From an optimization exercise on the open Yosys and OpenROAD flow, aimed at small area and a short achievable clock period; shortcuts taken in it are not production practice. Function was not checked in any run shown here: the RTL went through the layout flow alone. No activity file was given, so power comes from the tool's default toggle rates.

<file path="flow/constraint.sdc">
create_clock -name core_clock -period 4.5 [get_ports {mclk}]
set_input_delay 0.9000 -clock core_clock [delete_from_list [all_inputs] [get_ports {mclk}]]
set_output_delay 0.9000 -clock core_clock [all_outputs]
set_load 0.01 [all_outputs]
</file>
<file path="flow/config.mk">
export PLATFORM = sky130hd
export DESIGN_NAME = ss_bridge_top
export DESIGN_NICKNAME = ss_bridge_top
export VERILOG_FILES = /design/flow/design.v
export SDC_FILE = /design/flow/constraint.sdc
export NUM_CORES = 4
export LEC_CHECK = 0
export CAP_MARGIN = 20
export CORE_MARGIN = 2
export CORE_UTILIZATION = 60
export SETUP_SLACK_MARGIN = 2.1
export SLEW_MARGIN = 20
export SYNTH_HIERARCHICAL = 1
export SYNTH_MINIMUM_KEEP_SIZE = 0
</file>
<file path="flow/design.v">
package st_map_pkg;
	localparam logic [15:0] ST_ID_WORD  = 16'h5253;
	localparam logic [15:0] ST_VER_WORD = 16'h1205;
	localparam logic [7:0] ST_OFF_ID       = 8'h00;
	localparam logic [7:0] ST_OFF_VER      = 8'h02;
	localparam logic [7:0] ST_OFF_CTRL     = 8'h04;
	localparam logic [7:0] ST_OFF_STAT     = 8'h06;
	localparam logic [7:0] ST_OFF_FIFO     = 8'h08;
	localparam logic [7:0] ST_OFF_FSTAT    = 8'h0c;
	localparam logic [7:0] ST_OFF_RCNT     = 8'h0e;
	localparam logic [7:0] ST_OFF_SS_CMD   = 8'h10;
	localparam logic [7:0] ST_OFF_SS_DATA  = 8'h12;
	localparam logic [7:0] ST_OFF_SS_CTRL  = 8'h14;
	localparam logic [7:0] ST_OFF_CR1      = 8'h18;
	localparam logic [7:0] ST_OFF_CR2      = 8'h1a;
	localparam logic [7:0] ST_OFF_CR3      = 8'h1c;
	localparam logic [7:0] ST_OFF_CR4      = 8'h1e;
	localparam logic [7:0] ST_OFF_RESP1    = 8'h20;
	localparam logic [7:0] ST_OFF_RESP2    = 8'h22;
	localparam logic [7:0] ST_OFF_RESP3    = 8'h24;
	localparam logic [7:0] ST_OFF_RESP4    = 8'h26;
	localparam logic [7:0] ST_OFF_HIRQ     = 8'h28;
	localparam logic [7:0] ST_OFF_MASK     = 8'h2a;
	localparam logic [7:0] ST_OFF_HIRQ_CLR = 8'h2c;
	localparam int CTRL_CDC_EN   = 0;
	localparam int CTRL_CMD_EN   = 1;
	localparam int CTRL_FIFO_EN  = 2;
	localparam int CTRL_FIFO_RST = 8;
	localparam int CTRL_FIFO_DIR = 9;
	typedef enum logic [3:0] {
		ST_OP_NONE, ST_OP_READ, ST_OP_CTRL_WR, ST_OP_IRQ_ACK,
		ST_OP_FIFO_WR, ST_OP_FIFO_RD, ST_OP_RCNT_CLR, ST_OP_CMD_CLR,
		ST_OP_DATA_WR, ST_OP_RESP_WR, ST_OP_HIRQ_SET, ST_OP_HIRQ_CLR
	} st_op_e;
endpackage
package ss_map_pkg;
	localparam logic [2:0] SS_RGN_CDC = 3'b000;
	localparam logic [2:0] SS_RGN_REG = 3'b111;
	localparam logic [3:0] SS_CDC_FIFO = 4'd0;
	localparam logic [3:0] SS_CDC_HIRQ = 4'd2;
	localparam logic [3:0] SS_CDC_MASK = 4'd3;
	localparam logic [3:0] SS_CDC_CR1  = 4'd6;
	localparam logic [3:0] SS_CDC_CR2  = 4'd7;
	localparam logic [3:0] SS_CDC_CR3  = 4'd8;
	localparam logic [3:0] SS_CDC_CR4  = 4'd9;
	localparam logic [4:0] SS_REG_ID    = 5'd0;
	localparam logic [4:0] SS_REG_VER   = 5'd1;
	localparam logic [3:0] SS_REG_CTRL  = 4'd1;
	localparam logic [3:0] SS_REG_FSTAT = 4'd2;
	localparam logic [3:0] SS_REG_CMD   = 4'd4;
	localparam logic [3:0] SS_REG_DATA  = 4'd5;
	localparam logic [3:0] SS_REG_FIFO  = 4'd6;
	localparam logic [15:0] SS_CTRL_RESET = 16'h0100;
	typedef enum logic [3:0] {
		SS_OP_NONE, SS_OP_READ, SS_OP_CTRL_WR, SS_OP_HIRQ_AND, SS_OP_MASK_WR,
		SS_OP_CR_WR, SS_OP_CMD_WR, SS_OP_DATA_WR, SS_OP_FIFO_WR, SS_OP_FIFO_RD
	} ss_op_e;
endpackage
module fifo_sel8 (
	input  logic [7:0] d,
	input  logic [7:0] s,
	output logic       y
);
	assign y = |(d & s);
endmodule
import st_map_pkg::*;
import ss_map_pkg::*;
module ss_bridge_top #(
	parameter int FIFO_AW = 6
) (
	input  logic        mclk,
	input  logic        ST_ALE,
	input  logic        st_req,
	input  logic        st_we,
	input  logic [7:0]  st_addr,
	input  logic [15:0] st_wdata,
	output logic [15:0] st_rdata,
	output logic        st_rvalid,
	output logic        st_irq,
	input  logic        ss_req,
	input  logic        ss_we,
	input  logic        ss_cs2,
	input  logic [14:1] ss_addr,
	input  logic [15:0] ss_wdata,
	output logic [15:0] ss_rdata,
	output logic        ss_rvalid,
	output logic        ss_irq
);
	localparam int DEPTH = 1 << FIFO_AW;
	logic       st_rd, st_wr, st_ok;
	logic [4:0] st_w;
	logic       st_ctrl_we, st_ack, st_fifo_wr, st_fifo_rd, st_rcnt_clr;
	logic       st_cmd_clr, st_data_we, st_resp_we, st_hirq_set, st_hirq_clr;
	assign st_rd = st_req & ~st_we;
	assign st_wr = st_req & st_we;
	assign st_ok = (st_addr[7:6] == 2'b00) & ~st_addr[0];
	assign st_w  = st_addr[5:1];
	assign st_ctrl_we  = st_wr & (st_addr == ST_OFF_CTRL);
	assign st_ack      = st_wr & (st_addr == ST_OFF_STAT);
	assign st_fifo_wr  = st_wr & (st_addr == ST_OFF_FIFO);
	assign st_fifo_rd  = st_rd & (st_addr == ST_OFF_FIFO);
	assign st_rcnt_clr = st_wr & (st_addr == ST_OFF_RCNT);
	assign st_cmd_clr  = st_wr & (st_addr == ST_OFF_SS_CMD);
	assign st_data_we  = st_wr & (st_addr == ST_OFF_SS_DATA);
	assign st_resp_we  = st_wr & st_ok & (st_w[4:2] == 3'b100);
	assign st_hirq_set = st_wr & (st_addr == ST_OFF_HIRQ);
	assign st_hirq_clr = st_wr & (st_addr == ST_OFF_HIRQ_CLR);
	logic       ss_hit, ss_rd, ss_wr, rgn_cdc, rgn_reg, ss_fifo_off;
	logic [3:0] woff;
	logic [1:0] ss_idx;
	logic       ss_fifo_rd, ss_fifo_wr, ss_hirq_and, ss_mask_we, ss_cr_we;
	logic       ss_ctrl_we, ss_cmd_we, ss_data_we;
	assign ss_hit  = ss_req & ss_cs2;
	assign ss_rd   = ss_hit & ~ss_we;
	assign ss_wr   = ss_hit & ss_we;
	assign rgn_cdc = (ss_addr[14:12] == SS_RGN_CDC);
	assign rgn_reg = (ss_addr[14:12] == SS_RGN_REG);
	assign woff    = ss_addr[5:2];
	assign ss_idx  = {woff[3], woff[0]};
	assign ss_fifo_off = (rgn_cdc & (woff == SS_CDC_FIFO)) | (rgn_reg & (woff == SS_REG_FIFO));
	assign ss_fifo_rd  = ss_rd & ss_fifo_off;
	assign ss_fifo_wr  = ss_wr & ss_fifo_off;
	assign ss_hirq_and = ss_wr & rgn_cdc & (woff == SS_CDC_HIRQ);
	assign ss_mask_we  = ss_wr & rgn_cdc & (woff == SS_CDC_MASK);
	assign ss_cr_we    = ss_wr & rgn_cdc & (woff >= SS_CDC_CR1) & (woff <= SS_CDC_CR4);
	assign ss_ctrl_we  = ss_wr & rgn_reg & (woff == SS_REG_CTRL);
	assign ss_cmd_we   = ss_wr & rgn_reg & (woff == SS_REG_CMD);
	assign ss_data_we  = ss_wr & rgn_reg & (woff == SS_REG_DATA);
	logic [15:0]      st_ctrl, ss_ctrl, ss_cmd, ss_data, hirq, hirq_mask, rcnt;
	logic [15:0]      st_ctrl_n, hirq_n, hirq_mask_n;
	logic [3:0][15:0] cr, resp;
	logic             flag_cdc, flag_cmd, flag_fifo;
	logic             flag_cdc_n, flag_cmd_n, flag_fifo_n;
	logic             fifo_empty_d;
	logic [15:0]        sr [DEPTH];
	logic [FIFO_AW:0]   m, m_inc, m_dec;
	logic               fifo_empty, fifo_full;
	logic               fifo_dir, fifo_clr;
	logic               push, pop, wr_en, rd_en;
	logic [15:0]        wr_word;
	logic [15:0]        fifo_head;
	assign fifo_dir  = st_ctrl[CTRL_FIFO_DIR];
	assign fifo_clr  = st_ctrl[CTRL_FIFO_RST];
	assign m_inc      = m + 1'b1;
	assign m_dec      = m - 1'b1;
	assign fifo_empty = m[FIFO_AW];
	assign fifo_full  = (m == FIFO_AW'(DEPTH - 1));
	assign st_ctrl_n   = st_ctrl_we ? st_wdata : st_ctrl;
	assign hirq_mask_n = ss_mask_we ? ss_wdata : hirq_mask;
	always_comb
	begin
		if (st_hirq_set)
			hirq_n = hirq | st_wdata;
		else if (st_hirq_clr)
			hirq_n = hirq & ~st_wdata;
		else if (ss_hirq_and)
			hirq_n = hirq & ss_wdata;
		else
			hirq_n = hirq;
	end
	assign flag_cdc_n  = (ss_cr_we & (ss_idx == 2'd3))
		| (flag_cdc & ~(st_ack & st_wdata[CTRL_CDC_EN]));
	assign flag_cmd_n  = ss_cmd_we
		| (flag_cmd & ~(st_ack & st_wdata[CTRL_CMD_EN]));
	assign flag_fifo_n = (fifo_empty & ~fifo_empty_d)
		| (flag_fifo & ~(st_ack & st_wdata[CTRL_FIFO_EN]));
	always_ff @(posedge mclk or posedge ST_ALE)
	begin
		if (ST_ALE)
		begin
			st_ctrl      <= '0;
			ss_ctrl      <= SS_CTRL_RESET;
			ss_cmd       <= '0;
			ss_data      <= '0;
			hirq         <= '0;
			hirq_mask    <= '0;
			rcnt         <= '0;
			flag_cdc     <= 1'b0;
			flag_cmd     <= 1'b0;
			flag_fifo    <= 1'b0;
			fifo_empty_d <= 1'b1;
			st_irq       <= 1'b0;
			ss_irq       <= 1'b0;
		end
		else
		begin
			st_ctrl      <= st_ctrl_n;
			hirq         <= hirq_n;
			hirq_mask    <= hirq_mask_n;
			flag_cdc     <= flag_cdc_n;
			flag_cmd     <= flag_cmd_n;
			flag_fifo    <= flag_fifo_n;
			fifo_empty_d <= fifo_empty;
			st_irq       <= |(st_ctrl_n[2:0] & {flag_fifo_n, flag_cmd_n, flag_cdc_n});
			ss_irq       <= |(hirq_n & hirq_mask_n);
			if (ss_ctrl_we)
				ss_ctrl <= ss_wdata;
			if (st_cmd_clr)
				ss_cmd <= '0;
			else if (ss_cmd_we)
				ss_cmd <= ss_wdata;
			if (ss_data_we)
				ss_data <= ss_wdata;
			else if (st_data_we)
				ss_data <= st_wdata;
			if (st_rcnt_clr)
				rcnt <= '0;
			else if (ss_fifo_rd)
				rcnt <= rcnt + 1'b1;
		end
	end
	always_ff @(posedge mclk)
	begin
		if (ss_cr_we)
			cr[ss_idx] <= ss_wdata;
		if (st_resp_we)
			resp[st_w[1:0]] <= st_wdata;
	end
	assign push    = fifo_dir ? ss_fifo_wr : st_fifo_wr;
	assign pop     = fifo_dir ? st_fifo_rd : ss_fifo_rd;
	assign wr_en   = push & ~fifo_full;
	assign rd_en   = pop & ~fifo_empty;
	assign wr_word = fifo_dir ? {ss_wdata[7:0], ss_wdata[15:8]} : st_wdata;
	always_ff @(posedge mclk)
	begin
		if (wr_en)
		begin
			sr[0] <= wr_word;
			for (int i = 1; i < DEPTH; i++)
				sr[i] <= sr[i-1];
		end
	end
	always_ff @(posedge mclk or posedge ST_ALE)
	begin
		if (ST_ALE)
			m <= '1;
		else if (fifo_clr)
			m <= '1;
		else if (wr_en & ~rd_en)
			m <= m_inc;
		else if (rd_en & ~wr_en)
			m <= m_dec;
	end
	logic [7:0]  sel_hi, sel_lo;
	logic [15:0] fifo_next;
	always_comb
	begin
		for (int j = 0; j < 8; j++)
		begin
			sel_hi[j] = (m[5:3] == 3'(j));
			sel_lo[j] = (m[2:0] == 3'(j));
		end
	end
	for (genvar b = 0; b < 16; b++)
	begin : g_next
		logic [7:0] grp;
		for (genvar j = 0; j < 8; j++)
		begin : g_grp
			logic [7:0] d;
			for (genvar k = 0; k < 8; k++)
			begin : g_bit
				if (8*j+k == 0)
					assign d[k] = 1'b0;
				else
					assign d[k] = sr[8*j+k-1][b];
			end
			fifo_sel8 u_lo (.d(d), .s(sel_lo), .y(grp[j]));
		end
		fifo_sel8 u_hi (.d(grp), .s(sel_hi), .y(fifo_next[b]));
	end
	always_ff @(posedge mclk)
	begin
		if (fifo_empty | (rd_en & (m == '0)))
			fifo_head <= wr_word;
		else if (rd_en)
			fifo_head <= fifo_next;
	end
	logic [15:0] fifo_stat, head_sw, st_word, ss_word;
	assign fifo_stat = 16'(m_inc);
	assign head_sw   = {fifo_head[7:0], fifo_head[15:8]};
	logic [31:0] st_sel;
	logic        st_dflt;
	always_comb
	begin
		for (int i = 0; i < 32; i++)
			st_sel[i] = st_ok & (st_w == 5'(i));
	end
	assign st_dflt = ~st_ok | st_sel[5] | st_sel[11] | (|st_sel[31:22]);
	logic [15:0] st_stat;
	assign st_stat = {1'b0, st_irq, 11'd0, flag_fifo, flag_cmd, flag_cdc};
	for (genvar b = 0; b < 16; b++)
	begin : g_st_word
		logic y0, y1;
		fifo_sel8 u_regs (
			.d ({ss_ctrl[b], ss_data[b], ss_cmd[b], rcnt[b], fifo_head[b], st_ctrl[b], hirq[b], hirq_mask[b]}),
			.s ({st_sel[10], st_sel[9], st_sel[8], st_sel[7], st_sel[4], st_sel[2], st_sel[20], st_sel[21]}),
			.y (y0)
		);
		fifo_sel8 u_mbox (
			.d ({cr[3][b], cr[2][b], cr[1][b], cr[0][b], resp[3][b], resp[2][b], resp[1][b], resp[0][b]}),
			.s ({st_sel[15], st_sel[14], st_sel[13], st_sel[12], st_sel[19], st_sel[18], st_sel[17], st_sel[16]}),
			.y (y1)
		);
		assign st_word[b] = y0 | y1 | st_dflt
			| (st_sel[3] & st_stat[b]) | (st_sel[6] & fifo_stat[b])
			| (st_sel[0] & ST_ID_WORD[b]) | (st_sel[1] & ST_VER_WORD[b]);
	end
	logic [15:0] ss_sel;
	always_comb
	begin
		for (int i = 0; i < 16; i++)
			ss_sel[i] = (woff == 4'(i));
	end
	for (genvar b = 0; b < 16; b++)
	begin : g_ss_word
		logic y0;
		fifo_sel8 u_regs (
			.d ({ss_ctrl[b], ss_cmd[b], ss_data[b], head_sw[b], hirq[b], hirq_mask[b], resp[0][b], resp[1][b]}),
			.s ({rgn_reg & ss_sel[SS_REG_CTRL], rgn_reg & ss_sel[SS_REG_CMD], rgn_reg & ss_sel[SS_REG_DATA],
				(rgn_reg & ss_sel[SS_REG_FIFO]) | (rgn_cdc & ss_sel[SS_CDC_FIFO]),
				rgn_cdc & ss_sel[SS_CDC_HIRQ], rgn_cdc & ss_sel[SS_CDC_MASK],
				rgn_cdc & ss_sel[SS_CDC_CR1], rgn_cdc & ss_sel[SS_CDC_CR2]}),
			.y (y0)
		);
		assign ss_word[b] = y0
			| (rgn_cdc & ss_sel[SS_CDC_CR3] & resp[2][b])
			| (rgn_cdc & ss_sel[SS_CDC_CR4] & resp[3][b])
			| (rgn_reg & ss_sel[SS_REG_FSTAT] & fifo_stat[b])
			| (rgn_reg & ss_sel[0] & (ss_addr[1] ? ST_VER_WORD[b] : ST_ID_WORD[b]));
	end
	always_ff @(posedge mclk or posedge ST_ALE)
	begin
		if (ST_ALE)
		begin
			st_rvalid <= 1'b0;
			ss_rvalid <= 1'b0;
		end
		else
		begin
			st_rvalid <= st_rd;
			ss_rvalid <= ss_rd;
		end
	end
	always_ff @(posedge mclk)
	begin
		st_rdata <= st_word;
		ss_rdata <= ss_word;
	end
endmodule
</file>
<file path="flow/run.sh">
#!/bin/bash
# synth_recipe.tcl (not shown) runs the flow's synth.tcl, then flattens the netlist and writes it again
# the make line also repeats each setting of config.mk as NAME=value (left out here)
make -C /OpenROAD-flow-scripts/flow DESIGN_CONFIG=/design/flow/config.mk WORK_HOME=/design/flow/orfs CLKGATE_MAP_FILE= SYNTH_SCRIPT=/design/flow/synth_recipe.tcl finish
</file>
==> results of run 1 <==
## synthesized netlist by cell type, types with 10 or more instances
master    instances
a21oi_1          29
a22oi_1         769
and2_1           12
buf_1            13
clkbuf_1         66
dfrtp_1         118
dfxtp_1          32
edfxtp_1       1152
ha_1             21
inv_1           141
mux2_2           72
mux2i_1          18
nand2_1         230
nand3_1          22
nand4_1         201
nor2_1           49
nor3_1           20
nor3b_1          10
o211ai_1         17
o21ai_0         164
or3_1            16
xor2_1           15
## modules after synthesis (local to each module, per instance)
module         copies in the design  flip-flops and latches  cells
ss_bridge_top                     1                    1311   2370
fifo_sel8                       192                       0      5
## layout make-up
class | count | area, µm²
clock inverter | 67 | 608
fill | 5014 | 21000
timing repair buffer | 392 | 6010
antenna | 9 | 22.5
clock buffer | 170 | 3590
multi-input combinational | 1815 | 13400
sequential | 1311 | 38400
inverter | 141 | 544
tap | 1144 | 1430
## cells by family after synthesis
group | Yosys count | synth area share
DFF | 1311 | 0.749
AOI/OAI and AO/OA | 1032 | 0.142
and+or+nand+nor | 618 | 0.0621
buffers and inverters | 229 | 0.0173
muxes | 96 | 0.0206
xor gates and xnor gates | 22 | 0.00375
adders and majority gates | 21 | 0.00512
other | 1 | 0.0000731
## worst register-to-register path: cells and delay by family, from the launching register on
kind	cells	cell delay (ns)
flops	1	0.66
buf+inv	4	0.62
compound gates	2	0.39
simple gates	2	0.40
mux	1	0.33
fa+ha+maj	1	0.26
## power by group through the flow
stage	sequential, mW	combinational (mW)	clock, mW
after global placement	13.5	1.03	0
final	13.2	1.35	10.8
after global routing	13.2	1.40	11.3
after CTS	13.2	1.27	10.9
after detailed placement	13.5	1.05	0
after floorplan	13.4	0.557	0
## what timing repair did
item | in CTS | in global routing
cloned | 61 | 33
setup buffers | 70 | 26
endpoints found under the setup margin | 1382 | 993
gates resized for setup | 374 | 111
pin swaps | 123 | 68
## per-layer routing
| layer | vias up | track usage | part of all wire |
|---|---|---|---|
| li1 | 14620 | - | - |
| met1 | 18088 | 0.513 | 0.37 |
| met2 | 2601 | 0.571 | 0.47 |
| met3 | 476 | 0.0698 | 0.11 |
| met4 | 0 | 0.164 | 0.048 |
| met5 | - | 0 | 0 |
## cells in the final DEF (no fill, tap or decap), drive strengths merged, types with 78 or more instances in the layout
| cell | instances |
|---|---|
| mux2 | 78 |
| nand4 | 201 |
| o21ai | 166 |
| nand2 | 231 |
| dfrtp | 118 |
| clkbuf | 198 |
| inv | 143 |
| edfxtp | 1152 |
| buf | 276 |
| a22oi | 769 |
## worst max path at each step
stage / slack [ns] / cells after the start / endpoint / startpoint
after detailed placement: 0.59 / 8 / ss_irq / ss_addr[13]
after CTS: 1.70 / 10 / fifo_head[3] / m[1]
after global routing: 1.50 / 10 / fifo_head[3] / m[0]
final: 1.59 / 10 / fifo_head[7] / m[2]
after global placement: 0.63 / 10 / st_rdata[0] / st_addr[2]
after floorplan: -13.24 / 8 / m[5] / st_addr[0]
## flip-flops by register name, indices dropped and copies added, names as in the netlist
name / flops
ss_cmd: 16
ss_rdata: 16
st_ctrl: 16
flag_cmd: 1
ss_rvalid: 1
st_irq: 1
ss_ctrl: 16
sr: 1008
hirq_mask: 16
m: 7
ss_irq: 1
fifo_head: 16
st_rdata: 16
flag_cdc: 1
rcnt: 16
ss_data: 16
cr: 64
hirq: 16
resp: 64
flag_fifo: 1
fifo_empty_d: 1
st_rvalid: 1
## through the flow
stage               setup slack [ns]  instance area [µm²]   util
floorplan                     -13.24                51500      -
global placement               0.629                54800  0.645
detailed placement             0.593                54900  0.645
CTS                             1.70                62500  0.736
global route                    1.50                64000  0.753
finish                          1.59                64000  0.753
==> qor.csv, run 1 <==
stage,metric,value,unit
global_route,grt_pass1_vias,34595,
synthesis,synth_edf_count,1152,
synthesis,yosysTopAreaCellShare,0.674,
route,vias,35785,
clock_tree,path_clk_slew,0.07,ns
clock_tree,clock-sinks,1311,
timing,rsz0062_at_grt,true,
route,ant_nets,0,
power_and_ir_drop,p_sw,5.56,mW
clock_tree,root_buffer,clkbuf_16,
clock_tree,clock_latency,0.74,ns
synthesis,synth_ff_type,edfxtp_1,
timing,setup_tns,0,ns
power_and_ir_drop,powerDensity,396,nW/µm²
setup_path,reg2reg_depth,10,
floorplanning,io_pins,97,
hold_path,hold_class,reg2reg,
power_and_ir_drop,p_clk_frac,0.426,
timing,slew_violations,0,
timing,clock_skew,0.0271,ns
final_layout,stdcell_count,5049,
timing,tightest_slew,1.09,ns
synthesis,synth-seq-cells,1311,
synthesis,ys_types,66,
setup_path,cp_max_fo,10,
job,drv_cap,0,
clock_tree,ctsHoldBuffers,0,
route,first_pass_iters,6,
setup_path,critical_path.max_stage_delay,0.66,ns
synthesis,synth.avg_cell_area,15.4,µm²
floorplanning,initial_core_util,0.604,
final_layout,drive_gt1_frac,0.209,
power_and_ir_drop,total_power,25.4,mW
synthesis,synthTopCellsByArea,"edfxtp_1, a22oi_1, dfrtp_1, nand4_1, nand2_1",
power_and_ir_drop,p_int,19.8,mW
placed_design,hpwl,87400,µm
placed_design,io_buffers,90,
floorplanning,std_cell_rows,107,
floorplanning,dieArea,87900,µm²
global_route,grt_start_max_net_pins,66,
final_layout,nets,3875,
synthesis,netlist_area,51300,µm²
placed_design,place.gp.congestion,0.994,
power_and_ir_drop,p_comb_frac,0.053,
setup_path,r2r-start,m[2],
power_and_ir_drop,ir_drop,0.000367,V
global_route,grt_antenna_before_repair,10,
timing,hold_slack,0.434,ns
setup_path,cp.buffers_inverters,4,
route,drtIter0Drc,5504,
setup_path,path_delay_family,flip-flops,
power_and_ir_drop,p_sw_frac,0.219,
route,via_per_inst,7.09,
setup_path,cp_slowest_cell,dfstp_4,
clock_tree,cts_tree,yes,
setup_path,cp-start-kind,register,
hold_path,hold_start,sr[4][5],
setup_path,crit_top_cell,nand4_1,
setup_path,critPathRequiredTime,4.98,ns
global_route,grt_usage,0.368,
timing,relSlewSlack,0.276,
floorplanning,die_h,296,µm
route,drt-total-wl,166000,µm
timing,setup_viol,0,
timing,timing.final.hold_violations,0,
setup_path,arrival,3.39,ns
hold_path,hold_path_depth,0,
placed_design,place_inst,4613,
synthesis,synth_top_area_cell,edfxtp_1,
global_route,grt_pass1_wl,234000,µm
hold_path,min_to,sr[5][5],
setup_path,path_cells,clkinvlp_4 -> ha_4 -> buf_12 -> buf_4 -> buf_16 -> a22oi_1 -> nand4_1 -> a22oi_2 -> nand4_1 -> mux2_2,
route,drc,0,
floorplanning,die_w,296,µm
setup_path,ff2ff_setup_slack,1.59,ns
setup_path,endpoint_kind,register,
synthesis,async_reset_ff_frac,0.0969,
status,status,timing/DRC/antenna clean,
clock_tree,cts_made_buffers,132,
clock_tree,cts_max_path_buffers,3,
timing,fmax,344,MHz
power_and_ir_drop,p_leak,21.1,nW
floorplanning,core_area,85000,µm²
power_and_ir_drop,p_seq_frac,0.521,
final_layout,area_growth,24.7,%
route,wl_per_cell,33.0,µm
setup_path,timing.rr.end,fifo_head[7],
global_route,grt-ovfl-total,0,
synthesis,synth-seq-area-share,0.749,
timing,fin_crit_sh,0.646,
setup_path,path_class,reg2reg,
synthesis,postSynthCellCount,3330,
synthesis,yosys_warnings,8,
timing,min_period,2.91,ns
clock_tree,htree_levels,4,
==> run 2, diff against run 1 <==
--- a/flow/design.v
+++ b/flow/design.v
@@ -231,25 +231,36 @@
 		end
 	end
-	always_ff @(posedge mclk or posedge ST_ALE)
+	logic [FIFO_AW:0] m_n;
+	always_comb
 	begin
-		if (ST_ALE)
-			m <= '1;
-		else if (fifo_clr)
-			m <= '1;
+		if (fifo_clr)
+			m_n = '1;
 		else if (wr_en & ~rd_en)
-			m <= m_inc;
+			m_n = m_inc;
 		else if (rd_en & ~wr_en)
-			m <= m_dec;
+			m_n = m_dec;
+		else
+			m_n = m;
 	end
-	logic [7:0]  sel_hi, sel_lo;
-	logic [15:0] fifo_next;
-	always_comb
+	logic [7:0] sel_hi, sel_lo;
+	always_ff @(posedge mclk or posedge ST_ALE)
 	begin
-		for (int j = 0; j < 8; j++)
+		if (ST_ALE)
 		begin
-			sel_hi[j] = (m[5:3] == 3'(j));
-			sel_lo[j] = (m[2:0] == 3'(j));
+			m      <= '1;
+			sel_hi <= 8'h80;
+			sel_lo <= 8'h80;
+		end
+		else
+		begin
+			m <= m_n;
+			for (int j = 0; j < 8; j++)
+			begin
+				sel_hi[j] <= (m_n[5:3] == 3'(j));
+				sel_lo[j] <= (m_n[2:0] == 3'(j));
+			end
 		end
 	end
+	logic [15:0] fifo_next;
 	for (genvar b = 0; b < 16; b++)
 	begin : g_next
==> run 2 against run 1 <==
Maximum frequency grew 14%; routed wire length shrank 4.6%; sequential power about the same; worst setup slack better by 0.36 ns; via count shrank 1.1%; synthesized area up 1.5%; highest routed layer unchanged.
==> qor.csv, run 2 <==
stage,metric,value,unit,change
synthesis,yosys.area_share.simple,0.0631,,+0.000982
clock_tree,cts_made_buffers,137,,+3.8%
synthesis,yosys.area_share.adder,0.00408,,-0.00103
synthesis,synth-seq-cells,1327,,+1.2%
power_and_ir_drop,p_leak,21.1,nW,about the same
floorplanning,dieArea,89200,µm²,+1.4%
floorplanning,core_area,86300,µm²,+1.6%
status,status,timing/DRC/antenna clean,,
route,wl_per_cell,31.1,µm,-5.7%
power_and_ir_drop,ir_drop,0.000462,V,+26%
route,via_per_inst,6.93,,-2.3%
setup_path,critPathRequiredTime,5.17,ns,+0.19 ns
final_layout,largest_reg_flops,1008,,unchanged
route,drc,0,,unchanged
timing,fin_crit_sh,0.565,,-0.0809
final_layout,nets,3916,,+1.1%
setup_path,reg2reg_depth,7,,-3
final_layout,layout_common_cells,"edfxtp_1, a22oi_1, nand2_1",,
timing,fmax,393,MHz,+14%
timing,clock_skew,0.0257,ns,-0.00138 ns
timing,timing.final.hold_violations,0,,unchanged
final_layout,final_common_cell,edfxtp_1,,
placed_design,hpwl,87400,µm,about the same
route,vias,35378,,-1.1%
synthesis,synthXorXnorAreaFrac,0.00344,,-0.000318
route,drtIter0Drc,4714,,-14%
route,drt-total-wl,159000,µm,-4.6%
timing,fin_ws,1.96,ns,+0.364 ns
setup_path,setup.worst_path.end,sel_hi[2],,
setup_path,cp_max_fo,5,,-5
clock_tree,path_clk_slew,0.06,ns,about the same
route,ant_nets,0,,unchanged
timing,min_period,2.54,ns,-0.364 ns
synthesis,synth_compound_area_frac,0.145,,+0.00290
setup_path,timing.rr.end,fifo_head[13],,
final_layout,drive_gt1_frac,0.201,,-0.00818
clock_tree,htree_levels,4,,unchanged
placed_design,place.gp.congestion,0.935,,-5.9%
clock_tree,clock_latency,0.75,ns,about the same
setup_path,path_cells,buf_4 -> nor4_4 -> buf_4 -> nand4_1 -> o41a_4 -> buf_6 -> buf_6 -> nor4_4 -> o221a_2 -> nand3_4 -> and3b_1,,
floorplanning,initial_core_util,0.603,,-0.000670
hold_path,hold_class,reg2reg,,
final_layout,largest-register,sr,,
setup_path,path_class,in2reg,,
timing,slew_violations,0,,unchanged
placed_design,place_inst,4670,,+1.2%
synthesis,synth.avg_cell_area,15.4,µm²,-0.22%
global_route,grt_start_max_net_pins,72,,+9.1%
route,first_pass_iters,7,,+1
setup_path,crit_start,st_addr[7],,
synthesis,synth_mux_area_frac,0.0208,,+0.000184
setup_path,endpoint_kind,register,,
setup_path,r2r-start,sel_lo[2],,
synthesis,yosysMostFrequentCell,edfxtp_1,,
floorplanning,io_pins,97,,unchanged
job,drv_cap,0,,unchanged
synthesis,yosysTopAreaCellShare,0.664,,-0.00968
timing,setup_tns,0,ns,unchanged
synthesis,ys_top_cells_by_count,"edfxtp_1, a22oi_1, nand2_1, nand4_1, o21ai_0",,
setup_path,cp.buffers_inverters,4,,unchanged
timing,tightest_slew,1.14,ns,+0.0514 ns
synthesis,synth-seq-area-share,0.746,,-0.00302
setup_path,critical_path.max_stage_delay,0.38,ns,-0.28 ns
global_route,grt_usage,0.348,,-0.0203
clock_tree,cts_max_path_buffers,3,,unchanged
synthesis,async_reset_ff_frac,0.108,,+0.0109
synthesis,netlist_area,52100,µm²,+1.5%
floorplanning,die_h,299,µm,+0.72%
floorplanning,std_cell_rows,108,,+0.93%
placed_design,pre_cts_slack,0.537,ns,-0.0560 ns
floorplanning,die_w,299,µm,+0.72%
setup_path,ff2ff_setup_slack,2.02,ns,+0.43 ns
final_layout,stdcell_count,5107,,+1.1%
synthesis,synth_top_family_by_area,compound AO/OA/AOI/OAI gates,,
global_route,grt_antenna_before_repair,2,,-8
setup_path,cp_slowest_cell,nor4_4,,
synthesis,synthTopCellsByArea,"edfxtp_1, a22oi_1, dfrtp_1, nand4_1, nand2_1",,
setup_path,cp.depth,11,,+1
final_layout,area_growth,22.9,%,
clock_tree,ctsHoldBuffers,0,,unchanged
power_and_ir_drop,powerDensity,389,nW/µm²,-1.7%
global_route,grt-ovfl-total,0,,unchanged
timing,relSlewSlack,0.238,,-0.0376
setup_path,arrival,3.22,ns,-0.17 ns
hold_path,hold_path_depth,0,,unchanged
synthesis,yosys_warnings,8,,unchanged
global_route,grt_pass1_wl,229000,µm,-2.1%
clock_tree,cts_tree,yes,,
synthesis,synth_top_area_cell,edfxtp_1,,
placed_design,io_buffers,90,,unchanged
clock_tree,root_buffer,clkbuf_16,,
setup_path,cp-start-kind,primary input,,
timing,rsz0062_at_grt,true,,
clock_tree,clock-sinks,1327,,+1.2%
timing,setup_viol,0,,unchanged
synthesis,synth_ff_type,edfxtp_1,,
synthesis,postSynthCellCount,3386,,+1.7%
final_layout,fill_cells,5218,,+4.1%
global_route,grt_pass1_vias,34676,,+0.23%
setup_path,path_delay_family,simple AND/OR/NAND/NOR gates,,
synthesis,ys_types,81,,+23%
synthesis,synth_edf_count,1152,,unchanged
## run 2: Yosys stat by module (local to each module, per instance)
| module | cell area, µm² | flops+latches |
|---|---|---|
| fifo_sel8 | 36.3 | 0 |
| ss_bridge_top | 45100 | 1327 |
## run 2: power breakdown
part | internal, mW | leakage (nW) | total (mW) | switching [mW]
sequential | 13.3 | 11.9 | 13.3 | 0.0514
combinational | 0.177 | 7.10 | 0.502 | 0.325
clock | 6.41 | 2.11 | 11.1 | 4.69
## run 2: worst register-to-register path: cells and delay by family, from the launching register on
kind | cells | cell delay (ns)
AND/OR/NAND/NOR | 2 | 0.58
flip-flops | 1 | 0.49
AO/OA/AOI/OAI | 2 | 0.41
multiplexers | 1 | 0.41
buffers and inverters | 2 | 0.33
## run 2: stage by stage
stage,hold WS (ns),utilization,instance area [µm²],total power [mW]
4_1_cts,0.442,0.727,62700,25.0
3_3_place_gp,0.428,0.643,55500,14.0
6_report,0.443,0.741,64000,24.9
2_1_floorplan,0.353,-,52200,13.8
5_1_grt,0.447,0.741,64000,25.5
3_5_place_dp,0.434,0.643,55500,14.0
## run 2: how the worst min path moves through the flow
| stage | startpoint | to | slack, ns |
|---|---|---|---|
| finish | sr[2][13] | sr[3][13] | 0.44 |
| global route | sr[49][15] | sr[50][15] | 0.45 |
| CTS | sr[12][9] | sr[13][9] | 0.44 |
| global placement | sr[12][14] | sr[13][14] | 0.43 |
| detailed placement | sr[55][3] | sr[56][3] | 0.43 |
| floorplan | m[6] | fifo_empty_d | 0.35 |
## run 2: per-layer routing
metal / part of all wire / vias up / GRT usage
li1: - / 14762 / -
met1: 0.38 / 17922 / 0.474
met2: 0.48 / 2280 / 0.554
met3: 0.098 / 414 / 0.0686
met4: 0.043 / 0 / 0.146
met5: 0 / - / 0
## run 2: logic make-up (layout without fill, tap and decap cells)
family,after synthesis,in the layout
fa+ha+maj,17,17
other cells,1,18
buf+inv,238,784
mux,98,99
compound gates,1067,1067
simple gates,620,622
flops,1327,1327
xor+xnor,18,18
## run 2: layout make-up
class,instances,area (µm²),area share
inverter,154,594,0.00928
tap,1155,1450,0.0226
timing repair buffer,378,5210,0.0814
clock buffer,192,3830,0.0599
sequential,1327,38900,0.607
timing repair inverter,1,3.75,0.0000586
antenna,2,5.00,0.0000782
multi-input combinational,1839,13500,0.211
clock inverter,59,514,0.00803
## run 2: repair_timing
item                        CTS  global route
setup endpoints to repair  1382           708
buffers inserted            110            21
cloned                       34            18
pin swaps                    59            81
resized for setup           312           171
==> run 3, diff against run 2 <==
--- a/flow/design.v
+++ b/flow/design.v
@@ -255,8 +255,20 @@
 		begin
 			m <= m_n;
-			for (int j = 0; j < 8; j++)
+			if (fifo_clr)
 			begin
-				sel_hi[j] <= (m_n[5:3] == 3'(j));
-				sel_lo[j] <= (m_n[2:0] == 3'(j));
+				sel_hi <= 8'h80;
+				sel_lo <= 8'h80;
+			end
+			else if (wr_en & ~rd_en)
+			begin
+				sel_lo <= {sel_lo[6:0], sel_lo[7]};
+				if (sel_lo[7])
+					sel_hi <= {sel_hi[6:0], sel_hi[7]};
+			end
+			else if (rd_en & ~wr_en)
+			begin
+				sel_lo <= {sel_lo[0], sel_lo[7:1]};
+				if (sel_lo[0])
+					sel_hi <= {sel_hi[0], sel_hi[7:1]};
 			end
 		end
--- a/flow/config.mk
+++ b/flow/config.mk
@@ -9,4 +9,6 @@
 export CORE_MARGIN = 2
 export CORE_UTILIZATION = 60
+export CTS_CLUSTER_DIAMETER = 80
+export CTS_CLUSTER_SIZE = 30
 export SETUP_SLACK_MARGIN = 2.1
 export SLEW_MARGIN = 20
==> run 3 against run 2 <==
First-iteration DRC count is 9.4% higher; synthesized cell count shrank 0.30%; largest cell class unchanged; critical endpoint is now sr[10][15]; global-route usage grew 1.8 points; sequential share of layout area fell by 1.8 points; clock power is 43% lower.
==> qor.csv, run 3 <==
stage,metric,value,unit,change
timing,fin_ws,1.72,ns,-0.234 ns
synthesis,netlist_area,52100,µm²,about the same
clock_tree,cts_tree,yes,,
timing,slew_violations,0,,unchanged
clock_tree,clock-sinks,1327,,unchanged
hold_path,hold_class,reg2reg,,
hold_path,min_to,fifo_empty_d,,
synthesis,synth_top_area_cell,edfxtp_1,,
timing,rsz0062_at_grt,true,,
setup_path,r2r-start,sel_lo[1],,
setup_path,cp_slowest_cell,or4b_4,,
timing,timing.final.hold_violations,0,,unchanged
synthesis,yosys_warnings,8,,unchanged
route,ant_nets,0,,unchanged
synthesis,synth_edf_count,1152,,unchanged
timing,relSlewSlack,0.239,,+0.000678
setup_path,crit_top_cell,buf_12,,
synthesis,synth-seq-cells,1327,,unchanged
route,drt-total-wl,171000,µm,+7.9%
final_layout,largest-register,sr,,
route,via_per_inst,7.11,,+2.6%
synthesis,synth_ff_type,edfxtp_1,,
route,vias,37010,,+4.6%
final_layout,fill_cells,4921,,-5.7%
setup_path,path_cells,buf_6 -> or4b_4 -> buf_12 -> nor3_4 -> a22oi_2 -> buf_6 -> nor2_4 -> buf_12 -> buf_12 -> buf_16 -> buf_12 -> buf_8 -> buf_6 -> buf_16,,
timing,setup_tns,0,ns,unchanged
setup_path,reg2reg_depth,6,,-1
synthesis,async_reset_ff_frac,0.108,,unchanged
hold_path,hold_start,m[6],,
synthesis,ys_types,74,,-8.6%
floorplanning,core_area,86500,µm²,+0.16%
job,drv_cap,0,,unchanged
final_layout,largest_reg_flops,1008,,unchanged
final_layout,nets,4083,,+4.3%
placed_design,io_buffers,90,,unchanged
floorplanning,die_w,299,µm,about the same
placed_design,pre_cts_slack,0.417,ns,-0.121 ns
hold_path,hold_path_depth,0,,unchanged
global_route,grt_pass1_vias,36688,,+5.8%
synthesis,yosys.area_share.simple,0.0603,,-0.00282
clock_tree,clock_latency,0.69,ns,-0.06 ns
floorplanning,std_cell_rows,108,,unchanged
synthesis,synth_compound_area_frac,0.145,,-0.000705
timing,fmax,360,MHz,-8.4%
power_and_ir_drop,p_int,16.3,mW,-18%
global_route,grt_pass1_wl,242000,µm,+5.7%
power_and_ir_drop,p_clk_frac,0.299,,-0.146
power_and_ir_drop,p_sw,5.03,mW,-0.64%
timing,clock_skew,0.0361,ns,+0.0104 ns
route,first_pass_iters,6,,-1
timing,fin_crit_sh,0.617,,+0.0520
power_and_ir_drop,p_sw_frac,0.236,,+0.0331
setup_path,arrival,3.20,ns,-0.02 ns
global_route,grt_start_max_net_pins,71,,-1.4%
synthesis,synth_mux_area_frac,0.0244,,+0.00356
setup_path,endpoint_kind,register,,
timing,min_period,2.78,ns,+0.234 ns
synthesis,yosysTopAreaCellShare,0.664,,about the same
clock_tree,ctsHoldBuffers,0,,unchanged
global_route,grt_usage,0.365,,+0.0179
power_and_ir_drop,p_seq_frac,0.628,,+0.094
floorplanning,io_pins,97,,unchanged
final_layout,final_common_cell,edfxtp_1,,
synthesis,synthTopCellsByArea,"edfxtp_1, a22oi_1, dfrtp_1, nand4_1, mux2_2",,
setup_path,cp_max_fo,6,,+1
global_route,grt-ovfl-total,0,,unchanged
power_and_ir_drop,powerDensity,323,nW/µm²,-17%
final_layout,layout_common_cells,"edfxtp_1, a22oi_1, nand2_1",,
clock_tree,htree_levels,2,,-2
synthesis,synth_top_family_by_area,compound AO/OA/AOI/OAI gates,,
synthesis,synthXorXnorAreaFrac,0.00319,,-0.000243
setup_path,timing.rr.end,fifo_head[2],,
final_layout,drive_gt1_frac,0.220,,+0.0184
synthesis,yosysMostFrequentCell,edfxtp_1,,
timing,setup_viol,0,,unchanged
power_and_ir_drop,p_comb_frac,0.072,,+0.052
floorplanning,dieArea,89200,µm²,about the same
final_layout,area_growth,26.5,%,
synthesis,postSynthCellCount,3376,,-0.30%
power_and_ir_drop,p_leak,22.0,nW,+4.6%
setup_path,critPathRequiredTime,4.92,ns,-0.25 ns
status,status,timing/DRC/antenna clean,,
placed_design,hpwl,88900,µm,+1.8%
global_route,grt_antenna_before_repair,7,,+5
floorplanning,initial_core_util,0.603,,about the same
floorplanning,die_h,299,µm,about the same
synthesis,synth-seq-area-share,0.745,,about the same
setup_path,cp-start-kind,primary input,,
synthesis,yosys.area_share.adder,0.00408,,about the same
setup_path,ff2ff_setup_slack,1.81,ns,-0.21 ns
placed_design,place.gp.congestion,0.946,,+1.2%
route,drtIter0Drc,5158,,+9.4%
clock_tree,path_clk_slew,0.11,ns,+0.05 ns
synthesis,synth.avg_cell_area,15.4,µm²,+0.39%
route,wl_per_cell,32.9,µm,+5.8%
setup_path,critical_path.max_stage_delay,0.58,ns,+0.20 ns
setup_path,path_class,in2reg,,
timing,tightest_slew,1.14,ns,+0.00397 ns
power_and_ir_drop,ir_drop,0.000455,V,-1.4%
clock_tree,root_buffer,clkbuf_16,,
clock_tree,cts_made_buffers,55,,-60%
route,drc,0,,unchanged
synthesis,ys_top_cells_by_count,"edfxtp_1, a22oi_1, nand2_1, nand4_1, inv_1",,
clock_tree,cts_max_path_buffers,3,,unchanged
## run 3: cells by family (layout without fill, tap and decap cells)
| logic type | count (synthesis) | in the layout |
|---|---|---|
| adders and majority gates | 17 | 17 |
| buffers and inverters | 238 | 897 |
| other | 1 | 18 |
| xor gates and xnor gates | 19 | 19 |
| and+or+nand+nor | 605 | 606 |
| AOI/OAI and AO/OA | 1052 | 1052 |
| DFF | 1327 | 1327 |
| muxes | 117 | 117 |
## run 3: timing repair
item	4_1_cts	5_1_grt
gates resized for setup	488	110
setup buffers	217	59
hold endpoints to repair	0	0
pin swaps	45	28
setup endpoints to repair	1324	1086
cloned	130	18
## run 3: through the flow
step | cell area (µm²) | power [mW] | util | hold slack (ns) | instances
after CTS | 64500 | 21.2 | 0.746 | 0.456 | 5129
final | 65900 | 21.3 | 0.762 | 0.441 | 5208
after global routing | 65900 | 21.8 | 0.762 | 0.460 | 5206
after detailed placement | 55600 | 15.0 | 0.643 | 0.432 | 4679
after global placement | 55600 | 15.0 | 0.643 | 0.428 | 4679
after floorplan | 52300 | 14.4 | - | 0.398 | 3391
## run 3: critical path, delay by kind of cell
kind | cells | cell delay (ns)
buffers and inverters | 10 | 1.22
and+or+nand+nor | 3 | 0.92
AOI/OAI and AO/OA | 1 | 0.11
## run 3: layout make-up
cell class / instances / area, µm² / share of cell area
antenna: 2 / 5.00 / 0.0000759
clock buffer: 85 / 1520 / 0.0230
clock inverter: 18 / 231 / 0.00351
inverter: 151 / 576 / 0.00873
multi-input combinational: 1827 / 13000 / 0.198
sequential: 1327 / 38900 / 0.590
tap: 1155 / 1450 / 0.0219
timing repair buffer: 643 / 10200 / 0.155
## run 3: per-layer routing
metal  wire, µm  global-route usage
met1      62100               0.494
met2      80700               0.585
met3      18900              0.0734
met4       9350               0.157
met5         76                   0
## run 3: Yosys stat by module (local to each module, per instance)
| module | cells inside | flip-flops and latches | cell area, µm² | copies in the design |
|---|---|---|---|---|
| ss_bridge_top | 2416 | 1327 | 45200 | 1 |
| fifo_sel8 | 5 | 0 | 36.3 | 192 |
## run 3: worst max-delay path by stage
stage / start / end / slack, ns / cells after the start
6_report: st_addr[6] / sr[10][15] / 1.72 / 14
5_1_grt: st_addr[6] / sr[45][2] / 1.71 / 14
4_1_cts: st_addr[6] / ss_irq / 1.80 / 9
3_5_place_dp: ss_addr[2] / sel_hi[1] / 0.42 / 10
3_3_place_gp: st_addr[0] / ss_irq / 0.43 / 10
2_1_floorplan: st_addr[4] / m[0] / -15.57 / 8
## run 3: power groups by stage
stage	sequential [mW]	clock, mW	combinational, mW
detailed placement	13.7	0	1.39
global route	13.4	6.76	1.61
global placement	13.7	0	1.36
CTS	13.4	6.37	1.45
finish	13.4	6.38	1.54
floorplan	13.7	0	0.694
==> run 4, diff against run 3 <==
--- a/flow/design.v
+++ b/flow/design.v
@@ -57,11 +57,4 @@
 	} ss_op_e;
 endpackage
-module fifo_sel8 (
-	input  logic [7:0] d,
-	input  logic [7:0] s,
-	output logic       y
-);
-	assign y = |(d & s);
-endmodule
 import st_map_pkg::*;
 import ss_map_pkg::*;
@@ -133,6 +126,7 @@
 	logic             flag_cdc_n, flag_cmd_n, flag_fifo_n;
 	logic             fifo_empty_d;
-	logic [15:0]        sr [DEPTH];
-	logic [FIFO_AW:0]   m, m_inc, m_dec;
+	logic [15:0]        mem [DEPTH];
+	logic [FIFO_AW-1:0] wr_ptr, rd_ptr;
+	logic [FIFO_AW:0]   cnt;
 	logic               fifo_empty, fifo_full;
 	logic               fifo_dir, fifo_clr;
@@ -142,8 +136,5 @@
 	assign fifo_dir  = st_ctrl[CTRL_FIFO_DIR];
 	assign fifo_clr  = st_ctrl[CTRL_FIFO_RST];
-	assign m_inc      = m + 1'b1;
-	assign m_dec      = m - 1'b1;
-	assign fifo_empty = m[FIFO_AW];
-	assign fifo_full  = (m == FIFO_AW'(DEPTH - 1));
+	assign fifo_full = cnt[FIFO_AW];
 	assign st_ctrl_n   = st_ctrl_we ? st_wdata : st_ctrl;
 	assign hirq_mask_n = ss_mask_we ? ss_wdata : hirq_mask;
@@ -225,130 +216,92 @@
 	begin
 		if (wr_en)
-		begin
-			sr[0] <= wr_word;
-			for (int i = 1; i < DEPTH; i++)
-				sr[i] <= sr[i-1];
-		end
-	end
-	logic [FIFO_AW:0] m_n;
-	always_comb
-	begin
-		if (fifo_clr)
-			m_n = '1;
-		else if (wr_en & ~rd_en)
-			m_n = m_inc;
-		else if (rd_en & ~wr_en)
-			m_n = m_dec;
-		else
-			m_n = m;
+			mem[wr_ptr] <= wr_word;
 	end
-	logic [7:0] sel_hi, sel_lo;
+	assign fifo_head = mem[rd_ptr];
 	always_ff @(posedge mclk or posedge ST_ALE)
 	begin
 		if (ST_ALE)
 		begin
-			m      <= '1;
-			sel_hi <= 8'h80;
-			sel_lo <= 8'h80;
+			wr_ptr     <= '0;
+			rd_ptr     <= '0;
+			cnt        <= '0;
+			fifo_empty <= 1'b1;
+		end
+		else if (fifo_clr)
+		begin
+			wr_ptr     <= '0;
+			rd_ptr     <= '0;
+			cnt        <= '0;
+			fifo_empty <= 1'b1;
 		end
 		else
 		begin
-			m <= m_n;
-			if (fifo_clr)
+			if (wr_en)
+				wr_ptr <= wr_ptr + 1'b1;
+			if (rd_en)
+				rd_ptr <= rd_ptr + 1'b1;
+			if (wr_en & ~rd_en)
 			begin
-				sel_hi <= 8'h80;
-				sel_lo <= 8'h80;
-			end
-			else if (wr_en & ~rd_en)
-			begin
-				sel_lo <= {sel_lo[6:0], sel_lo[7]};
-				if (sel_lo[7])
-					sel_hi <= {sel_hi[6:0], sel_hi[7]};
+				cnt        <= cnt + 1'b1;
+				fifo_empty <= 1'b0;
 			end
 			else if (rd_en & ~wr_en)
 			begin
-				sel_lo <= {sel_lo[0], sel_lo[7:1]};
-				if (sel_lo[0])
-					sel_hi <= {sel_hi[0], sel_hi[7:1]};
+				cnt        <= cnt - 1'b1;
+				fifo_empty <= (cnt == 7'd1);
 			end
 		end
 	end
-	logic [15:0] fifo_next;
-	for (genvar b = 0; b < 16; b++)
-	begin : g_next
-		logic [7:0] grp;
-		for (genvar j = 0; j < 8; j++)
-		begin : g_grp
-			logic [7:0] d;
-			for (genvar k = 0; k < 8; k++)
-			begin : g_bit
-				if (8*j+k == 0)
-					assign d[k] = 1'b0;
-				else
-					assign d[k] = sr[8*j+k-1][b];
-			end
-			fifo_sel8 u_lo (.d(d), .s(sel_lo), .y(grp[j]));
-		end
-		fifo_sel8 u_hi (.d(grp), .s(sel_hi), .y(fifo_next[b]));
-	end
-	always_ff @(posedge mclk)
-	begin
-		if (fifo_empty | (rd_en & (m == '0)))
-			fifo_head <= wr_word;
-		else if (rd_en)
-			fifo_head <= fifo_next;
-	end
 	logic [15:0] fifo_stat, head_sw, st_word, ss_word;
-	assign fifo_stat = 16'(m_inc);
+	assign fifo_stat = 16'({fifo_full, cnt[FIFO_AW-1:0]});
 	assign head_sw   = {fifo_head[7:0], fifo_head[15:8]};
-	logic [31:0] st_sel;
-	logic        st_dflt;
 	always_comb
 	begin
-		for (int i = 0; i < 32; i++)
-			st_sel[i] = st_ok & (st_w == 5'(i));
-	end
-	assign st_dflt = ~st_ok | st_sel[5] | st_sel[11] | (|st_sel[31:22]);
-	logic [15:0] st_stat;
-	assign st_stat = {1'b0, st_irq, 11'd0, flag_fifo, flag_cmd, flag_cdc};
-	for (genvar b = 0; b < 16; b++)
-	begin : g_st_word
-		logic y0, y1;
-		fifo_sel8 u_regs (
-			.d ({ss_ctrl[b], ss_data[b], ss_cmd[b], rcnt[b], fifo_head[b], st_ctrl[b], hirq[b], hirq_mask[b]}),
-			.s ({st_sel[10], st_sel[9], st_sel[8], st_sel[7], st_sel[4], st_sel[2], st_sel[20], st_sel[21]}),
-			.y (y0)
-		);
-		fifo_sel8 u_mbox (
-			.d ({cr[3][b], cr[2][b], cr[1][b], cr[0][b], resp[3][b], resp[2][b], resp[1][b], resp[0][b]}),
-			.s ({st_sel[15], st_sel[14], st_sel[13], st_sel[12], st_sel[19], st_sel[18], st_sel[17], st_sel[16]}),
-			.y (y1)
-		);
-		assign st_word[b] = y0 | y1 | st_dflt
-			| (st_sel[3] & st_stat[b]) | (st_sel[6] & fifo_stat[b])
-			| (st_sel[0] & ST_ID_WORD[b]) | (st_sel[1] & ST_VER_WORD[b]);
+		case (st_addr)
+			ST_OFF_ID:      st_word = ST_ID_WORD;
+			ST_OFF_VER:     st_word = ST_VER_WORD;
+			ST_OFF_CTRL:    st_word = st_ctrl;
+			ST_OFF_STAT:    st_word = {1'b0, st_irq, 11'd0, flag_fifo, flag_cmd, flag_cdc};
+			ST_OFF_FIFO:    st_word = fifo_head;
+			ST_OFF_FSTAT:   st_word = fifo_stat;
+			ST_OFF_RCNT:    st_word = rcnt;
+			ST_OFF_SS_CMD:  st_word = ss_cmd;
+			ST_OFF_SS_DATA: st_word = ss_data;
+			ST_OFF_SS_CTRL: st_word = ss_ctrl;
+			ST_OFF_CR1, ST_OFF_CR2, ST_OFF_CR3, ST_OFF_CR4:
+				st_word = cr[st_addr[2:1]];
+			ST_OFF_RESP1, ST_OFF_RESP2, ST_OFF_RESP3, ST_OFF_RESP4:
+				st_word = resp[st_addr[2:1]];
+			ST_OFF_HIRQ:    st_word = hirq;
+			ST_OFF_MASK:    st_word = hirq_mask;
+			default:        st_word = 16'hffff;
+		endcase
 	end
-	logic [15:0] ss_sel;
 	always_comb
 	begin
-		for (int i = 0; i < 16; i++)
-			ss_sel[i] = (woff == 4'(i));
-	end
-	for (genvar b = 0; b < 16; b++)
-	begin : g_ss_word
-		logic y0;
-		fifo_sel8 u_regs (
-			.d ({ss_ctrl[b], ss_cmd[b], ss_data[b], head_sw[b], hirq[b], hirq_mask[b], resp[0][b], resp[1][b]}),
-			.s ({rgn_reg & ss_sel[SS_REG_CTRL], rgn_reg & ss_sel[SS_REG_CMD], rgn_reg & ss_sel[SS_REG_DATA],
-				(rgn_reg & ss_sel[SS_REG_FIFO]) | (rgn_cdc & ss_sel[SS_CDC_FIFO]),
-				rgn_cdc & ss_sel[SS_CDC_HIRQ], rgn_cdc & ss_sel[SS_CDC_MASK],
-				rgn_cdc & ss_sel[SS_CDC_CR1], rgn_cdc & ss_sel[SS_CDC_CR2]}),
-			.y (y0)
-		);
-		assign ss_word[b] = y0
-			| (rgn_cdc & ss_sel[SS_CDC_CR3] & resp[2][b])
-			| (rgn_cdc & ss_sel[SS_CDC_CR4] & resp[3][b])
-			| (rgn_reg & ss_sel[SS_REG_FSTAT] & fifo_stat[b])
-			| (rgn_reg & ss_sel[0] & (ss_addr[1] ? ST_VER_WORD[b] : ST_ID_WORD[b]));
+		ss_word = 16'h0000;
+		if (rgn_reg)
+		begin
+			case (woff)
+				4'd0:         ss_word = ss_addr[1] ? ST_VER_WORD : ST_ID_WORD;
+				SS_REG_CTRL:  ss_word = ss_ctrl;
+				SS_REG_FSTAT: ss_word = fifo_stat;
+				SS_REG_CMD:   ss_word = ss_cmd;
+				SS_REG_DATA:  ss_word = ss_data;
+				SS_REG_FIFO:  ss_word = head_sw;
+				default:      ss_word = 16'h0000;
+			endcase
+		end
+		else if (rgn_cdc)
+		begin
+			case (woff)
+				SS_CDC_FIFO: ss_word = head_sw;
+				SS_CDC_HIRQ: ss_word = hirq;
+				SS_CDC_MASK: ss_word = hirq_mask;
+				SS_CDC_CR1, SS_CDC_CR2, SS_CDC_CR3, SS_CDC_CR4:
+					ss_word = resp[ss_idx];
+				default:     ss_word = 16'h0000;
+			endcase
+		end
 	end
 	always_ff @(posedge mclk or posedge ST_ALE)
==> flow/config.mk (replaced) <==
export PLATFORM = sky130hd
export DESIGN_NAME = ss_bridge_top
export DESIGN_NICKNAME = ss_bridge_top
export VERILOG_FILES = /design/flow/design.v
export SDC_FILE = /design/flow/constraint.sdc
export NUM_CORES = 4
export LEC_CHECK = 0
export CAP_MARGIN = 20
export CORE_MARGIN = 2
export CORE_UTILIZATION = 40
export SLEW_MARGIN = 20
==> run 4 against run 3 <==
Still clean on timing, DRC and antenna; sequential share of layout area is 0.80 points higher; cell area is 1.6% lower; total power is 26% higher; count of clock-buffer cells in the layout is 106 higher; clock power is 76% higher; core utilization is 30 points lower; die area is 60% higher; routed wire length is 7.2% lower; largest cell class unchanged.
==> qor.csv, run 4 <==
stage,metric,value,unit,change
setup_path,crit_start,rd_ptr[0],,
final_layout,largest_reg_flops,1024,,+1.6%
global_route,grt_usage,0.222,,-0.144
route,wl_per_cell,27.6,µm,-16%
synthesis,yosysMostFrequentCell,edfxtp_1,,
synthesis,synth_edf_count,1152,,unchanged
route,drtIter0Drc,4197,,-19%
global_route,grt_start_max_net_pins,65,,-8.5%
timing,clock_skew,0.0276,ns,-0.00855 ns
power_and_ir_drop,p_seq_frac,0.504,,-0.124
power_and_ir_drop,p_leak,21.5,nW,-2.3%
synthesis,ys_top_cells_by_count,"edfxtp_1, nand2_1, mux4_2, o21ai_0, mux2i_1",,
final_layout,final_common_cell,edfxtp_1,,
global_route,grtUsageMet1,0.308,,-0.186
synthesis,synthTopCellsByArea,"edfxtp_1, mux4_2, dfrtp_1, mux2i_1, nand2_1",,
synthesis,yosys.area_share.simple,0.0563,,-0.00402
route,first_pass_iters,9,,+3
timing,hold_slack,0.431,ns,-0.00969 ns
power_and_ir_drop,ir_drop,0.000396,V,-13%
hold_path,hold_path_depth,0,,unchanged
synthesis,synth_top_family_by_area,multiplexers,,
route,via_per_inst,5.78,,-19%
setup_path,critical_path.max_stage_delay,0.85,ns,+0.27 ns
synthesis,synth-seq-cells,1324,,-0.23%
synthesis,postSynthCellCount,3534,,+4.7%
floorplanning,die_w,378,µm,+27%
setup_path,reg2reg_depth,8,,+2
floorplanning,core_area,139000,µm²,+61%
placed_design,place.gp.congestion,0.916,,-3.2%
hold_path,hold_class,reg2reg,,
synthesis,synth_ff_type,edfxtp_1,,
status,status,timing/DRC/antenna clean,,
setup_path,arrival,4.39,ns,+1.19 ns
timing,min_period,3.83,ns,+1.05 ns
clock_tree,cts_tree,yes,,
synthesis,yosys_warnings,1,,-7
synthesis,synth_mux_area_frac,0.142,,+0.117
clock_tree,cts_max_path_buffers,3,,unchanged
clock_tree,ctsHoldBuffers,0,,unchanged
placed_design,hpwl,102000,µm,+14%
hold_path,min_to,fifo_empty_d,,
global_route,grt-busiest-layer,met2,,
final_layout,stdcell_count,5750,,+10%
floorplanning,io_pins,97,,unchanged
timing,slew_violations,0,,unchanged
setup_path,cp-start-kind,register,,
floorplanning,initial_core_util,0.402,,-0.201
job,drv_cap,0,,unchanged
setup_path,endpoint_kind,register,,
timing,fmax,261,MHz,-27%
synthesis,ys_types,86,,+16%
synthesis,synth_top_area_cell,edfxtp_1,,
power_and_ir_drop,p_clk_frac,0.419,,+0.120
floorplanning,dieArea,143000,µm²,+60%
synthesis,async_reset_ff_frac,0.106,,-0.00202
placed_design,place_inst,5494,,+17%
global_route,grt_pass1_vias,32791,,-11%
setup_path,cp_max_fo,30,,+24
clock_tree,htree_levels,4,,+2
final_layout,largest-register,mem,,
final_layout,area_growth,16.0,%,
final_layout,drive_gt1_frac,0.209,,-0.0103
synthesis,netlist_area,55900,µm²,+7.3%
synthesis,yosysTopAreaCellShare,0.618,,-0.0452
placed_design,io_buffers,90,,unchanged
setup_path,crit_top_cell,a2111oi_0,,
clock_tree,cts_resized,0,,-100%
global_route,grt_antenna_before_repair,1,,-6
route,drc,0,,unchanged
clock_tree,root_buffer,clkbuf_16,,
global_route,globalRouteMet2Util,0.345,,-0.240
timing,rsz0062_at_grt,false,,
timing,setup_tns,0,ns,unchanged
setup_path,timing.rr.end,st_rdata[5],,
timing,setup_viol,0,,unchanged
route,vias,33258,,-10%
power_and_ir_drop,powerDensity,414,nW/µm²,+28%
synthesis,synth.avg_cell_area,15.8,µm²,+2.5%
clock_tree,path_clk_slew,0.06,ns,-0.05 ns
timing,fin_ws,0.671,ns,-1.05 ns
clock_tree,cts_made_buffers,142,,+160%
global_route,grt_pass1_wl,229000,µm,-5.1%
floorplanning,die_h,378,µm,+27%
power_and_ir_drop,p_sw,6.23,mW,+24%
timing,fin_crit_sh,0.851,,+0.233
clock_tree,clock_latency,0.76,ns,+0.07 ns
power_and_ir_drop,p_int,20.6,mW,+27%
synthesis,yosys.area_share.adder,0.00336,,-0.000726
final_layout,layout_common_cells,"edfxtp_1, nand2_1, mux4_2",,
timing,tightest_slew,1.06,ns,-0.0822 ns
global_route,grt-ovfl-total,0,,unchanged
setup_path,path_cells,inv_1 -> nand2_1 -> buf_4 -> o22ai_1 -> a2111oi_0 -> nor2_1 -> a2111oi_0 -> o31ai_1,,
synthesis,synth-seq-area-share,0.693,,-0.0523
setup_path,r2r-start,rd_ptr[0],,
power_and_ir_drop,p_comb_frac,0.077,,+0.005
setup_path,ff2ff_setup_slack,0.67,ns,-1.14 ns
setup_path,path_class,reg2reg,,
floorplanning,std_cell_rows,137,,+27%
synthesis,synth_compound_area_frac,0.0721,,-0.0726
hold_path,hold_start,fifo_empty,,
clock_tree,clock-sinks,1324,,-0.23%
route,drt-total-wl,159000,µm,-7.2%
placed_design,pre_cts_slack,0.270,ns,-0.147 ns
setup_path,cp_slowest_cell,dfrtp_4,,
route,ant_nets,0,,unchanged
synthesis,synthXorXnorAreaFrac,0.00313,,-0.0000610
timing,relSlewSlack,0.294,,+0.0548
power_and_ir_drop,p_sw_frac,0.232,,-0.00398
final_layout,nets,3838,,-6.0%
setup_path,critPathRequiredTime,5.06,ns,+0.14 ns
timing,timing.final.hold_violations,0,,unchanged
global_route,met3_usage,0.0392,,-0.0342
clock_tree,post_cts_buffers,0,,-100%
[run 4: changes by cell type in the layout (fill, tap and decap cells not counted), moves of 84 or more]
cell	change
mux4_2	+236
mux2i_1	+151
buf_6	-84
buf_16	-147
nand2_1	+154
a22oi_1	-715
nand4_1	-184
[run 4: worst max-delay path: cells and delay by family (launching register included)]
family	cells	cell delay, ns
compound gates	4	1.59
buf+inv	2	0.47
flops	1	0.85
simple gates	2	0.69
[run 4: through the flow]
step / total power [mW] / area, µm² / utilization
finish: 26.8 / 64900 / 0.466
global route: 27.6 / 64900 / 0.466
CTS: 27.0 / 64800 / 0.466
detailed placement: 15.8 / 60400 / 0.434
global placement: 15.8 / 60400 / 0.434
floorplan: 14.8 / 55900 / -
[run 4: metal layers]
metal,wire [µm],share of wire
met4,6910,0.044
met1,66100,0.42
met3,12200,0.077
met5,0,0
met2,73600,0.46
[run 4: cell type report]
class,count,area (µm²)
fillers,12040,74300
flip-flops and latches,1324,38800
multi-input cells,1812,15600
clock buffers,191,4050
repair buffers,330,3110
well taps,1876,2350
inverters,152,576
clock inverters,64,418
diodes,1,2.50
[run 4: cells by family (layout without fill, tap and decap cells)]
kind of cell	Yosys count	count (layout)
and+or+nand+nor	682	682
xor gates and xnor gates	20	20
adders and majority gates	15	15
other	0	1
buffers and inverters	398	737
AOI/OAI and AO/OA	606	606
DFF	1324	1324
muxes	489	489
[run 4: power groups by stage]
stage               clock network [mW]  logic [mW]  registers (mW)
floorplan                            0        1.12            13.7
global placement                     0        2.04            13.8
detailed placement                   0        2.06            13.8
CTS                               11.4        2.06            13.5
global route                      11.9        2.17            13.5
finish                            11.2        2.07            13.5
[run 4: how the worst max path moves through the flow]
stage,endpoint,slack [ns],depth (start not counted)
finish,st_rdata[5],0.67,8
floorplan,mem[59][0],0.23,8
CTS,st_rdata[5],0.67,8
global route,st_rdata[5],0.47,8
global placement,mem[2][0],0.27,10
detailed placement,mem[26][14],0.27,10

separate check: timing with driven ports:
How much do the figures lean on ideal ports? The routed layouts below were timed once more, with nothing changed but the port constraints. Step 1: set_driving_cell puts a clkbuf_16 on mclk and a buf_2 on each other input, an assumption about the parent block. Step 2 times the ports against the registers' clock, not the clock port: input delays grow and output delays shrink by t, the midpoint of the rising clock arrivals with the driver on. Three values: ideal ports, drivers, drivers and shift; two values: the first two.
run | t, ns | slack for setup (ns) | hold slack, ns | clock arrival spread, ns | pins driven straight from the clock port
run 1 | 0.803 | 1.592 / 1.592 / 1.171 | 0.434 / 0.388 / 0.434 | 0.032 / 0.032 | 1
run 2 | 0.808 | 1.956 / 2.006 / 1.198 | 0.443 / 0.443 / 0.443 | 0.027 / 0.028 | 1
run 3 | 0.746 | 1.722 / 1.762 / 1.016 | 0.441 / 0.441 / 0.441 | 0.046 / 0.046 | 1
run 4 | 0.828 | 0.671 / 0.671 / 0.218 | 0.431 / 0.424 / 0.431 | 0.032 / 0.031 | 1
After both steps every run listed still meets setup and hold. For run 2, which loses most, drivers alone change the setup slack by +0.050 ns; drivers and shift together by -0.758 ns.
